Context: an optimization exercise on an open-source flow, tuned for small area. The choices shown serve that exercise and are no tape-out recipe. At most, simulation tests tie the RTL to the original design; equivalence was not proved.

==> run a <==
==> flow/design.v <==
package lcdseq_pkg;
  localparam logic [3:0] ACT_CHAR      = 4'd0;
  localparam logic [3:0] ACT_COMMAND   = 4'd1;
  localparam logic [3:0] ACT_CLEAR     = 4'd2;
  localparam logic [3:0] ACT_CURSOR    = 4'd3;
  localparam logic [3:0] ACT_SHOW_BYTE = 4'd4;
  localparam logic [3:0] ACT_SHOW_WORD = 4'd5;
  localparam logic [3:0] ACT_INIT      = 4'd6;
  localparam logic [3:0] ACT_CURS_ON   = 4'd7;
  localparam logic [3:0] ACT_CURS_OFF  = 4'd8;
  localparam int F_DIG   = 0;   
  localparam int F_INIT  = 1;   
  localparam int F_RS    = 2;   
  localparam int F_CLEAR = 3;   
endpackage
module lcdseq_front (
  input  logic [3:0]  action,
  input  logic [7:0]  data_byte,
  input  logic [5:0]  column,
  input  logic        row,
  input  logic [15:0] number,
  output logic [16:0] ent,
  output logic        ent_valid
);
  logic [7:0] hi;
  logic [7:0] lo;
  logic       word;
  always_comb begin
    word      = 1'b0;
    hi        = 8'h00;
    lo        = data_byte;
    ent_valid = 1'b1;
    case (action)
      lcdseq_pkg::ACT_CHAR:      hi[lcdseq_pkg::F_RS] = 1'b1;
      lcdseq_pkg::ACT_COMMAND:   ;
      lcdseq_pkg::ACT_CLEAR: begin
        hi[lcdseq_pkg::F_INIT]  = 1'b1;
        hi[lcdseq_pkg::F_CLEAR] = 1'b1;
      end
      lcdseq_pkg::ACT_CURSOR:    lo = {1'b1, row, column};
      lcdseq_pkg::ACT_SHOW_BYTE: begin
        hi[lcdseq_pkg::F_DIG] = 1'b1;
        lo = number[7:0];
      end
      lcdseq_pkg::ACT_SHOW_WORD: begin
        word = 1'b1;
        {hi, lo} = number;
      end
      lcdseq_pkg::ACT_INIT:      hi[lcdseq_pkg::F_INIT] = 1'b1;
      lcdseq_pkg::ACT_CURS_ON:   lo = 8'h0f;
      lcdseq_pkg::ACT_CURS_OFF:  lo = 8'h0c;
      default:                   ent_valid = 1'b0;
    endcase
  end
  assign ent = {word, hi, lo};
endmodule
module lcdseq_fifo #(
  parameter int EW = 17
) (
  input  logic          clk,
  input  logic          rst_n,
  input  logic          push,
  input  logic [EW-1:0] push_ent,
  input  logic          pop,
  output logic [EW-1:0] head,
  output logic          head_valid,
  output logic          full
);
  logic [EW-1:0] s0, s1;
  logic          ne_r, full_r;
  assign head       = s0;
  assign head_valid = ne_r;
  assign full       = full_r;
  always_ff @(posedge clk) begin
    if (!rst_n) begin
      ne_r   <= 1'b0;
      full_r <= 1'b0;
    end else begin
      if (push && !pop) begin
        ne_r   <= 1'b1;
        full_r <= ne_r;
      end else if (pop && !push) begin
        ne_r   <= full_r;
        full_r <= 1'b0;
      end
    end
  end
  always_ff @(posedge clk) begin
    if (!full_r) begin
      s1 <= push_ent;
    end
    if (pop || !ne_r) begin
      s0 <= full_r ? s1 : push_ent;
    end
  end
endmodule
module lcdseq_back (
  input  logic        clk,
  input  logic        rst_n,
  input  logic [16:0] head,
  input  logic        head_valid,
  output logic        pop,
  output logic        out_valid,
  input  logic        out_stall,
  output logic [8:0]  out_step      
);
  logic [15:0] r_r;                   
  logic        dig_r, init_r, rs_r;
  logic [1:0]  dq_r;                  
  logic [3:0]  idx_r;
  logic        ov_r;
  logic        o_strobe, o_rs, o_wc0, o_last;
  logic [3:0]  o_nib;
  logic        busy, adv, last, take;
  logic [3:0]  start;
  logic        s_strobe, s_rs, s_wc0;
  logic [3:0]  s_nib;
  logic [2:0]  place;
  logic [15:0] c1, c2, r1, r2;
  logic        b1, b2;
  assign busy = (idx_r != 4'd0);
  assign adv  = busy && (!ov_r || !out_stall);
  assign last = (idx_r == 4'd15);
  assign take = !busy || (adv && last);
  assign pop  = take && head_valid;
  always_comb begin
    if (head[16])                          start = 4'd6;
    else if (head[8 + lcdseq_pkg::F_DIG])  start = 4'd10;
    else if (head[8 + lcdseq_pkg::F_INIT]) start = head[8 + lcdseq_pkg::F_CLEAR] ? 4'd12 : 4'd1;
    else                                   start = 4'd14;
  end
  assign place = ~idx_r[3:1];
  always_comb begin
    case (place)
      3'd0:    begin c1 = 16'd2;     c2 = 16'd1;     end
      3'd1:    begin c1 = 16'd20;    c2 = 16'd10;    end
      3'd2:    begin c1 = 16'd200;   c2 = 16'd100;   end
      3'd3:    begin c1 = 16'd2000;  c2 = 16'd1000;  end
      default: begin c1 = 16'd20000; c2 = 16'd10000; end
    endcase
    if (!idx_r[0]) begin
      c1 = (place == 3'd4) ? 16'hffff : {c1[13:0], 2'b00};
      c2 = {c2[13:0], 2'b00};
    end
  end
  logic [16:0] t1, t2;
  always_comb begin
    t1 = {1'b0, r_r} - {1'b0, c1};
    b1 = !t1[16] && !(place == 3'd4 && !idx_r[0]);
    r1 = b1 ? t1[15:0] : r_r;
    t2 = {1'b0, r1} - {1'b0, c2};
    b2 = !t2[16];
    r2 = b2 ? t2[15:0] : r1;
  end
  always_comb begin
    s_strobe = 1'b1;
    s_rs     = 1'b0;
    s_wc0    = 1'b0;
    s_nib    = 4'h0;
    if (dig_r) begin
      s_rs  = 1'b1;
      s_nib = idx_r[0] ? {dq_r, b1, b2} : 4'h3;
    end else if (init_r) begin
      case (idx_r)
        4'd1:    s_strobe = 1'b0;
        4'd2, 4'd3, 4'd4: s_nib = 4'h3;
        4'd5, 4'd6: s_nib = 4'h2;
        4'd7, 4'd11: s_nib = 4'hc;
        4'd9:    s_nib = 4'h6;
        4'd13: begin s_nib = 4'h1; s_wc0 = 1'b1; end
        4'd15: begin s_nib = 4'h2; s_wc0 = 1'b1; end
        default: s_nib = 4'h0;
      endcase
    end else begin
      s_rs  = rs_r;
      s_nib = idx_r[0] ? r_r[3:0] : r_r[7:4];
    end
  end
  always_ff @(posedge clk) begin
    if (!rst_n) begin
      idx_r <= 4'd0;
      ov_r  <= 1'b0;
    end else begin
      if (pop)      idx_r <= start;
      else if (adv) idx_r <= idx_r + 4'd1;
      if (adv)             ov_r <= 1'b1;
      else if (!out_stall) ov_r <= 1'b0;
    end
  end
  always_ff @(posedge clk) begin
    if (take) begin
      r_r    <= {head[15:8] & {8{head[16]}}, head[7:0]};
      dig_r  <= head[16] || head[8 + lcdseq_pkg::F_DIG];
      init_r <= !head[16] && head[8 + lcdseq_pkg::F_INIT];
      rs_r   <= head[8 + lcdseq_pkg::F_RS];
    end else if (adv && dig_r) begin
      r_r <= r2;
    end
    if (adv) begin
      dq_r     <= {b1, b2};
      o_strobe <= s_strobe;
      o_rs     <= s_rs;
      o_nib    <= s_nib;
      o_wc0    <= s_wc0;
      o_last   <= last;
    end
  end
  assign out_valid = ov_r;
  assign out_step  = {o_strobe, o_rs, o_nib, !o_strobe, o_wc0, o_last};
endmodule
module char_lcd_nibble_command_sequencer (
  input  logic        clk,
  input  logic        rst_n,
  input  logic        in_valid,
  output logic        in_stall,
  input  logic [3:0]  in_action,
  input  logic [7:0]  in_data_byte,
  input  logic [5:0]  in_column,
  input  logic        in_row,
  input  logic [15:0] in_number,
  output logic        out_valid,
  input  logic        out_stall,
  output logic        out_strobe_res,
  output logic        out_register_select,
  output logic [3:0]  out_nibble,
  output logic [1:0]  out_wait_class,
  output logic        out_last
);
  logic [16:0] ent, head;
  logic        ent_valid, head_valid, q_full, q_push, q_pop;
  logic [8:0]  step;
  lcdseq_front u_front (
    .action    (in_action),
    .data_byte (in_data_byte),
    .column    (in_column),
    .row       (in_row),
    .number    (in_number),
    .ent       (ent),
    .ent_valid (ent_valid)
  );
  assign in_stall = q_full;
  assign q_push   = in_valid && !q_full && ent_valid;
  lcdseq_fifo u_fifo (
    .clk        (clk),
    .rst_n      (rst_n),
    .push       (q_push),
    .push_ent   (ent),
    .pop        (q_pop),
    .head       (head),
    .head_valid (head_valid),
    .full       (q_full)
  );
  lcdseq_back u_back (
    .clk        (clk),
    .rst_n      (rst_n),
    .head       (head),
    .head_valid (head_valid),
    .pop        (q_pop),
    .out_valid  (out_valid),
    .out_stall  (out_stall),
    .out_step   (step)
  );
  assign {out_strobe_res, out_register_select, out_nibble, out_wait_class, out_last} = step;
endmodule
==> flow/run.sh <==
#!/bin/bash
# synth_recipe.tcl (not shown) runs the flow's synth.tcl, then flattens the netlist and writes it again
# the make line also repeats each setting of config.mk as NAME=value (left out here)
make -C /OpenROAD-flow-scripts/flow DESIGN_CONFIG=/design/flow/config.mk WORK_HOME=/design/flow/orfs CLKGATE_MAP_FILE= SYNTH_SCRIPT=/design/flow/synth_recipe.tcl finish
==> flow/config.mk <==
export PLATFORM = sky130hd
export DESIGN_NAME = char_lcd_nibble_command_sequencer
export DESIGN_NICKNAME = char_lcd_nibble_command_sequencer
export VERILOG_FILES = /design/flow/design.v
export SDC_FILE = /design/flow/constraint.sdc
export NUM_CORES = 4
export LEC_CHECK = 0
export ABC_AREA = 1
export CAP_MARGIN = 20
export CORE_MARGIN = 2
export CORE_UTILIZATION = 40
export SLEW_MARGIN = 20
==> flow/constraint.sdc <==
create_clock -name core_clock -period 10.0 [get_ports {clk}]
set_input_delay 2.0000 -clock core_clock [delete_from_list [all_inputs] [get_ports {clk}]]
set_output_delay 2.0000 -clock core_clock [all_outputs]
set_load 0.01 [all_outputs]
==> run b: changes against run a <==
==> flow/design.v, changed modules only <==
module lcdseq_back (
  input  logic        clk,
  input  logic        rst_n,
  input  logic [16:0] head,
  input  logic        head_valid,
  output logic        pop,
  output logic        out_valid,
  input  logic        out_stall,
  output logic [8:0]  out_step      
);
  logic [16:0] cur_r;
  logic [3:0]  idx_r;
  logic        ov_r;
  logic        o_strobe, o_rs, o_wc0, o_last;
  logic [3:0]  o_nib;
  logic        busy, adv, last, take;
  logic        word, is_dig, is_init;
  logic [7:0]  hi, lo;
  logic [3:0]  start;
  logic [3:0]  digit;
  logic        s_strobe, s_rs, s_wc0;
  logic [3:0]  s_nib;
  logic [15:0] num;
  assign busy = (idx_r != 4'd0);
  assign adv  = busy && (!ov_r || !out_stall);
  assign last = (idx_r == 4'd15);
  assign take = !busy || (adv && last);
  assign pop  = take && head_valid;
  assign word    = cur_r[16];
  assign hi      = cur_r[15:8];
  assign lo      = cur_r[7:0];
  assign is_dig  = word || hi[lcdseq_pkg::F_DIG];
  assign is_init = !word && hi[lcdseq_pkg::F_INIT];
  assign num     = {hi & {8{word}}, lo};
  always_comb begin
    if (head[16])                        start = 4'd6;
    else if (head[8 + lcdseq_pkg::F_DIG])  start = 4'd10;
    else if (head[8 + lcdseq_pkg::F_INIT]) start = head[8 + lcdseq_pkg::F_CLEAR] ? 4'd12 : 4'd1;
    else                                 start = 4'd14;
  end
  lcdseq_digit u_digit (
    .num   (num),
    .place (~idx_r[3:1]),
    .digit (digit)
  );
  always_comb begin
    s_strobe = 1'b1;
    s_rs     = 1'b0;
    s_wc0    = 1'b0;
    s_nib    = 4'h0;
    if (is_dig) begin
      s_rs  = 1'b1;
      s_nib = idx_r[0] ? digit : 4'h3;
    end else if (is_init) begin
      case (idx_r)
        4'd1:    s_strobe = 1'b0;
        4'd2, 4'd3, 4'd4: s_nib = 4'h3;
        4'd5, 4'd6: s_nib = 4'h2;
        4'd7, 4'd11: s_nib = 4'hc;
        4'd9:    s_nib = 4'h6;
        4'd13: begin s_nib = 4'h1; s_wc0 = 1'b1; end
        4'd15: begin s_nib = 4'h2; s_wc0 = 1'b1; end
        default: s_nib = 4'h0;
      endcase
    end else begin
      s_rs  = hi[lcdseq_pkg::F_RS];
      s_nib = idx_r[0] ? lo[3:0] : lo[7:4];
    end
  end
  always_ff @(posedge clk) begin
    if (!rst_n) begin
      idx_r <= 4'd0;
      ov_r  <= 1'b0;
    end else begin
      if (pop)      idx_r <= start;
      else if (adv) idx_r <= idx_r + 4'd1;
      if (adv)             ov_r <= 1'b1;
      else if (!out_stall) ov_r <= 1'b0;
    end
  end
  always_ff @(posedge clk) begin
    if (take) cur_r <= head;
    if (adv) begin
      o_strobe <= s_strobe;
      o_rs     <= s_rs;
      o_nib    <= s_nib;
      o_wc0    <= s_wc0;
      o_last   <= last;
    end
  end
  assign out_valid = ov_r;
  assign out_step  = {o_strobe, o_rs, o_nib, !o_strobe, o_wc0, o_last};
endmodule
module lcdseq_digit (
  input  logic [15:0] num,
  input  logic [2:0]  place,
  output logic [3:0]  digit
);
  logic [35:0] s;
  always_comb begin
    s = {20'd0, num};
    for (int i = 0; i < 16; i++) begin
      for (int k = 0; k < 5; k++) begin
        if (s[16 + 4*k +: 4] >= 4'd5) s[16 + 4*k +: 4] = s[16 + 4*k +: 4] + 4'd3;
      end
      s = s << 1;
    end
    case (place)
      3'd0:    digit = s[19:16];
      3'd1:    digit = s[23:20];
      3'd2:    digit = s[27:24];
      3'd3:    digit = s[31:28];
      default: digit = s[35:32];
    endcase
  end
endmodule
- ABC_AREA: 1 -> default
==> notes <==
Of run b and run a, run a has the higher register-to-register slack (gap 4400 ps). Against run b, the cell count of run a is smaller by about 37%. Between run a and run b, the lower wire length is in run a (gap 42%, measured against run b). Of run b and run a, run a has the higher sequential share of layout area (gap 14 points). Of run a and run b, run b has the higher critical path depth (gap 31). Between run a and run b, the lower clock-buffer cell count is in run a (gap 1). Fmax: run a is higher than run b (about 80%).
No functional check of the RTL was part of run a.

static timing again, ports no longer ideal:
The results above use ideal ports. As a check the final layouts listed here were re-extracted and re-timed, cells and wires unchanged.
Step 1 sets driving cells, clkbuf_16 on the clock port and buf_2 on the other inputs (assumed; they add their load-dependent delay and slew).
Step 2, shift: input delay + t, output delay - t, t = (earliest + latest rising clock arrival at the registers) / 2. This alone moves slack from input paths to output paths.
Three values: ideal, step 1, step 2; two values: the first two.
run | t, ns | setup slack, ns | worst register clock-pin slew, ns | worst slew at a driven data input, ns | cell pins on the clock port's net
run a | 0.382 | 4.529 / 4.529 / 4.529 | 0.06 / 0.06 | 0.03 | 1
run b | 0.372 | 0.168 / 0.168 / 0.168 | 0.06 / 0.06 | 0.04 | 1
After both steps setup and hold are still met in every run listed.
